Source: an optimization exercise on an open RTL-to-GDS flow (aim: small area and a short achievable clock period). Production flows keep margins and buffers that such runs may drop. In this exercise RTL edits were held to simulation tests only and were not proved equivalent to the original. The flow treats the clock pin as an ideal source, which a real chip does not have. Power and IR drop assume default switching activity.

==> flow/design.v (excerpt) <==
module tc_timer_bank #(
   parameter int               WIDTH      = 64,
   parameter int               CHANNELS   = 4,
   parameter int               PRESCALE_W = 8,
   parameter logic [WIDTH-1:0] START_TIME = '0,
   parameter int               CH_W       = (CHANNELS > 1) ? $clog2(CHANNELS) : 1
) (
   input  logic                  clk,
   input  logic                  rst,
   input  logic                  en,
   input  logic [PRESCALE_W-1:0] prescale,
   input  logic                  time_wr,
   output logic [WIDTH-1:0]      time_out,
   input  logic                  wr_en,
   input  logic [CH_W-1:0]       wr_ch,
   input  logic [1:0]            wr_addr,
   input  logic [WIDTH-1:0]      wr_data,
   input  logic [CH_W-1:0]       rd_ch,
   input  logic [1:0]            rd_addr,
   output logic [WIDTH-1:0]      rd_data,
   output logic [CHANNELS-1:0]   expire,
   output logic [CHANNELS-1:0]   irq
);
For scale: roughly 3,500 cells after synthesis, ~700 flip-flops, roughly 34,000 µm² of cells after synthesis.
export LEC_CHECK = 0
export CAP_MARGIN = 20
export CORE_MARGIN = 2
export CORE_UTILIZATION = 55
export SLEW_MARGIN = 20
create_clock -name core_clock -period 5.0 [get_ports {clk}]
standard.sh (not shown) runs the stock make flow with config.mk's settings and CLKGATE_MAP_FILE= SYNTH_SCRIPT=/design/flow/synth_recipe.tcl, a recipe that flattens the netlist after the stock synthesis.
==> flow/flow/run.sh <==
#!/bin/bash
# Standard ORFS layout, with:
# - the I/O port buffers built from plain buf_1 cells (ORFS otherwise picks a
#   slow delay buffer for them); repair upsizes the ones on critical paths;
# - the buffers ABC inserted removed at floorplan instead of a setup repair
#   there, before placement has any wires to time;
# - clock tree sinks clustered 20 at a time within 100 um, without dummy loads;
# - setup repair aiming at 2.4 ns of slack up to clock tree synthesis, with a
#   second repair pass after it (flow/post_cts.tcl), and at 2.3 ns after global
#   routing.
set -euo pipefail
ARGS=(
   "BUFFER_PORTS_ARGS=-buffer_cell sky130_fd_sc_hd__buf_1"
   REMOVE_ABC_BUFFERS=1
   "CTS_ARGS=-sink_clustering_enable -repair_clock_nets -sink_clustering_size 20 -sink_clustering_max_diameter 100 -dont_use_dummy_load"
)
bash standard.sh "${ARGS[@]}" "POST_CTS_TCL=$PWD/flow/post_cts.tcl" SETUP_SLACK_MARGIN=2.4 cts > flow_make_cts.log 2>&1
bash standard.sh "${ARGS[@]}" SETUP_SLACK_MARGIN=2.3 finish > flow_make_finish.log 2>&1
==> flow/flow/post_cts.tcl <==
# Sourced by ORFS's cts.tcl after its own repair: repair setup timing once more,
# since a single repair_timing call often stops short of its margin.
estimate_parasitics -placement
repair_timing_helper
detailed_placement
check_placement -verbose
Rerun with:
--- a/flow/design.v
+++ b/flow/design.v
@@ -122,45 +122,36 @@
          assign tcarry[k] = 1'b1;
       end else begin : g_next
          assign tcarry[k] = &tones_q[k-1:0];
       end
       for (genvar j = 0; j < CB; j++) begin : g_bit
          if (j == 0) begin : g_lsb
             assign tinc[CB*k+j] = tbase_q[CB*k+j] ^ tcarry[k];
          end else begin : g_rest
             assign tinc[CB*k+j] = tbase_q[CB*k+j] ^ (tcarry[k] & (&tbase_q[CB*k +: j]));
          end
       end
    end
-   logic [WIDTH/4-1:0]    cnz      [CHANNELS];
    for (genvar c = 0; c < CHANNELS; c++) begin : g_ch
-      for (genvar m = 0; m < WIDTH / 4; m++) begin : g_nz
-         assign cnz[c][m] = ~(|count_q[c][4*m +: 4]);
-      end
       for (genvar k = 0; k < NB; k++) begin : g_byte
          if (k == 0) begin : g_first
             assign cborrow[c][k] = 1'b1;
          end else begin : g_next
             assign cborrow[c][k] = &czero_q[c][k-1:0];
          end
          for (genvar j = 0; j < CB; j++) begin : g_bit
             if (j == 0) begin : g_lsb
                assign cdec[c][CB*k+j] = count_q[c][CB*k+j] ^ cborrow[c][k];
-            end else if (j % 4 == 0) begin : g_nib
-               assign cdec[c][CB*k+j] = count_q[c][CB*k+j] ^ (cborrow[c][k] & (&cnz[c][CB/4*k +: j/4]));
-            end else if (j < 4) begin : g_low
+            end else begin : g_rest
                assign cdec[c][CB*k+j] = count_q[c][CB*k+j] ^ (cborrow[c][k] & ~(|count_q[c][CB*k +: j]));
-            end else begin : g_rest
-               assign cdec[c][CB*k+j] = count_q[c][CB*k+j]
-                                      ^ (cborrow[c][k] & (&cnz[c][CB/4*k +: j/4]) & ~(|count_q[c][CB*k+4*(j/4) +: j%4]));
             end
          end
       end
    end
    always_comb begin
       logic [NB-1:0] tfe;
       tick  = en && pre_ge;
       pre_d = pre_q;
       if (en) pre_d = tick ? '0 : pre_inc;
       tfe = byte_is(tbase_q, C_FE);
       if (time_wr) begin
          tbase_d = wr_data;
- maximum frequency decreases by a few percent
- count of clock-buffer cells in the layout does not change
- total power grows by a little under a tenth
- non-clock buffer count increases by 26
- critical path depth is unchanged
- design area rose slightly
- wire length rises by a few percent
- cell count grows slightly
- die area goes up slightly
- via count goes up by a few percent
- utilization rose by 0.60 points
- area after synthesis came out higher slightly

-- port drivers added, routing unchanged --
Ports are ideal in the flow. The routed layouts listed here were re-timed in OpenROAD.
Step 1, drivers: a clkbuf_16 drives clk and a buf_2 each remaining input, both assumed.
Step 2 adds t to the input delays and takes it off the output delays; t is the mean of the earliest and latest rising clock arrival at the registers after step 1. Input paths then give back, and output paths get back, about the clock's delay inside the block.
Slacks: no drivers / after step 1 / after step 2; pairs: no drivers / after step 1.
| run | t, ns | slack for setup (ns) | clock arrival spread, ns |
|---|---|---|---|
| the first run | 0.678 | 2.293 / 2.337 / 1.661 | 0.025 / 0.026 |
| the second run | 0.664 | 2.184 / 2.184 / 1.589 | 0.029 / 0.030 |
After both steps setup and hold are still met in every run listed. For the first run, which loses most, drivers alone change the setup slack by +0.044 ns; drivers and shift together by -0.632 ns.
